From an optimization exercise on the open Yosys and OpenROAD flow, aimed at small area; shortcuts taken in it are not production practice.
Only simulation tests tie the RTL to the original design; equivalence was not proved.
Power is estimated from default activity; no workload was simulated.

==> build 87: inputs <==
Design rv_core_top, start of the top module:
module rv_core_top (
  input  logic        clk,
  input  logic        rst,
  input  logic [31:0] insn_from_imem,
  output logic [31:0] pc_to_imem,
  output logic        halt,
  output logic [31:0] trace_completed_pc,
  output logic [31:0] trace_completed_insn,
  output logic        trace_rd_we,
  output logic [4:0]  trace_rd,
  output logic [31:0] trace_rd_data
);
  logic [31:0] insn;
  assign insn = insn_from_imem;
  logic [6:0] opc;
  logic [2:0] f3;
  logic [6:0] f7;
  logic [4:0] rs1, rs2, rd;
  assign opc = insn[6:0];
  assign f3  = insn[14:12];
  assign f7  = insn[31:25];
  assign rd  = insn[11:7];
  assign rs1 = insn[19:15];
  assign rs2 = insn[24:20];
  logic is_op, is_opimm, is_lui, is_auipc, is_jal, is_jalr, is_br, is_sys, is_alu;
  assign is_op    = (opc == 7'b0110011);
  assign is_opimm = (opc == 7'b0010011);
  assign is_lui   = (opc == 7'b0110111);
  assign is_auipc = (opc == 7'b0010111);
  assign is_jal   = (opc == 7'b1101111);
  assign is_jalr  = (opc == 7'b1100111) && (f3 == 3'b000);
  assign is_br    = (opc == 7'b1100011) && (f3[2:1] != 2'b01);
  assign is_sys   = (opc == 7'b1110011);
  assign is_alu   = is_op | is_opimm;
  logic f7_zero, f7_alt, alu_ok;
  assign f7_zero = (f7 == 7'b0000000);
  assign f7_alt  = (f7 == 7'b0100000);
  always_comb begin
    if (is_op)               alu_ok = f7_zero | (f7_alt & ((f3 == 3'b000) | (f3 == 3'b101)));
    else if (f3 == 3'b001)   alu_ok = f7_zero;
    else if (f3 == 3'b101)   alu_ok = f7_zero | f7_alt;
    else                     alu_ok = 1'b1;
  end
  logic wen;
  assign wen = is_lui | is_auipc | is_jal | is_jalr | (is_alu & alu_ok);
  assign trace_rd_we = wen && !rst && (rd != 5'd0);
  assign halt        = is_sys && (insn[31:7] == 25'd0) && !rst;
  ...
==> module rv_pc_unit, before the edit <==
module rv_pc_unit (
  input  logic [31:1] pc,
  input  logic [31:1] imm,
  input  logic [31:1] jalr_target,
  input  logic        take_imm,
  input  logic        take_jalr,
  input  logic        rst,
  output logic [31:1] pc_plus4,
  output logic [31:1] pc_imm,
  output logic [31:1] pc_next
);
  logic [31:2] c;
  assign c[2] = 1'b1;
  for (genvar i = 2; i < 31; i++) begin : g_inc
    assign c[i+1] = c[i] & pc[i];
  end
  assign pc_plus4 = {pc[31:2] ^ c[31:2], pc[1]};
  logic unused_cout;
  logic [31:1] unused_p, unused_g;
  rv_add31 u_add (.a(pc), .b(imm), .cin(1'b0), .sum(pc_imm), .cout(unused_cout), .p(unused_p), .g(unused_g));
  logic s_jalr, s_imm, s_seq;
  assign s_jalr = take_jalr & ~rst;
  assign s_imm  = take_imm & ~take_jalr & ~rst;
  assign s_seq  = ~take_imm & ~take_jalr & ~rst;
  for (genvar k = 1; k < 32; k++) begin : g_next
    logic n;
    rv_aoi222 u_aoi (.a({s_jalr, s_imm, s_seq}), .b({jalr_target[k], pc_imm[k], pc_plus4[k]}), .y(n));
    rv_c_inv u_inv (.a(n), .y(pc_next[k]));
  end
endmodule
clock: 12.0 ns
lec_check: 0
cap_margin: 20
core_margin: 2
core_utilization: 40
cts_buf_list: sky130_fd_sc_hd__clkbuf_4
cts_cluster_diameter: 50
cts_cluster_size: 9
setup_slack_margin: 0.1
slew_margin: 20
synth_hierarchical: 1
run.sh (not shown) runs the stock make flow with config.mk's settings and CLKGATE_MAP_FILE= SYNTH_SCRIPT=/design/flow/synth_recipe.tcl, a recipe that flattens the netlist after the stock synthesis.
==> trial 50: changes against build 87 <==
--- a/flow/design.v
+++ b/flow/design.v
@@ -513,9 +513,5 @@
   assign s_imm  = take_imm & ~take_jalr & ~rst;
   assign s_seq  = ~take_imm & ~take_jalr & ~rst;
-  for (genvar k = 1; k < 32; k++) begin : g_next
-    logic n;
-    rv_aoi222 u_aoi (.a({s_jalr, s_imm, s_seq}), .b({jalr_target[k], pc_imm[k], pc_plus4[k]}), .y(n));
-    rv_c_inv u_inv (.a(n), .y(pc_next[k]));
-  end
+  assign pc_next = ({31{s_jalr}} & jalr_target) | ({31{s_imm}} & pc_imm) | ({31{s_seq}} & pc_plus4);
 endmodule
 module rv_add31 (
==> flow/flow/run.sh (new file) <==
#!/bin/bash
set -euo pipefail
export BUFFER_PORTS_ARGS="-buffer_cell sky130_fd_sc_hd__buf_1"
export CTS_ARGS="-sink_clustering_enable -repair_clock_nets -dont_use_dummy_load -buf_list sky130_fd_sc_hd__clkbuf_16 -sink_clustering_size 24 -sink_clustering_max_diameter 80"
bash standard.sh > flow_make.log 2>&1
==> flow/standard.sh (new file) <==
#!/bin/bash
# synth_recipe.tcl (not shown) runs the flow's synth.tcl, then flattens the netlist and writes it again
# the make line also repeats each setting of config.mk as NAME=value (left out here)
make -C /OpenROAD-flow-scripts/flow DESIGN_CONFIG=/design/flow/config.mk WORK_HOME=/design/flow/orfs CLKGATE_MAP_FILE= SYNTH_SCRIPT=/design/flow/synth_recipe.tcl "${@:-finish}"
CTS_BUF_LIST = unset   (was sky130_fd_sc_hd__clkbuf_4)
CTS_CLUSTER_DIAMETER = unset   (was 50)
CTS_CLUSTER_SIZE = unset   (was 9)
removed: flow/run.sh
==> comparison table <==
Outcome: build 87 timing/DRC/antenna clean; trial 50 timing/DRC/antenna clean
Leak Pwr: build 87 19.96 nW; trial 50 18.90 nW
Met2 WL post-DR: build 87 84430 um; trial 50 82470 um
Sw Share: build 87 28.20%; trial 50 26.60%
Final worst-path cycle share: build 87 98.46%; trial 50 98.17%
Setup slack on the worst flop-to-flop path: build 87 4570 ps; trial 50 4140 ps
Fraction of layout cells with a size suffix above 1: build 87 17.62%; trial 50 14.00%
HPWL after detailed placement: build 87 129400 um; trial 50 126600 um
Worst slew margin: build 87 18.67%; trial 50 13.37%
Area taken by multi-input logic gates: build 87 17280 sq um; trial 50 17780 sq um
Seq pwr share: build 87 58.3%; trial 50 58.7%
Total routing resource utilization after global routing: build 87 30.92%; trial 50 29.63%
Post-synthesis instance area: build 87 47810 sq um; trial 50 48330 sq um
Reg-to-Reg End: build 87 g_reg[13].q[31]$_DFFE_PP_; trial 50 g_reg[14].q[31]$_DFFE_PP_
Final instance count without filler cells: build 87 5147; trial 50 5066
Library cell used as clock root buffer: build 87 clkbuf_4; trial 50 clkbuf_16

re-timing with driven ports:
In the flow no input, the clock included, has a driving cell. The finished layouts below were timed again as built, in two steps. Step 1, drivers: a clkbuf_16 drives clk and a buf_2 each remaining input, both assumed. Step 2 times the ports against the registers' clock, not the clock port: input delays grow and output delays shrink by t, the midpoint of the rising clock arrivals with the driver on. Three values: ideal ports, drivers, drivers and shift; two values: the first two.
| run | shift t [ns] | setup slack, ns | worst setup path at the end | worst data-port slew with drivers (ns) | pins driven straight from the clock port |
|---|---|---|---|---|---|
| build 87 | 1.160 | 0.185 / 0.120 / 0.120 | input to output | 0.12 | 1 |
| trial 50 | 0.744 | 0.219 / 0.187 / 0.187 | input to output | 0.09 | 1 |
After both steps setup and hold are still met in every run listed. The setup slack of build 87, which loses most, moves by -0.065 ns with the drivers and by -0.065 ns with both steps.
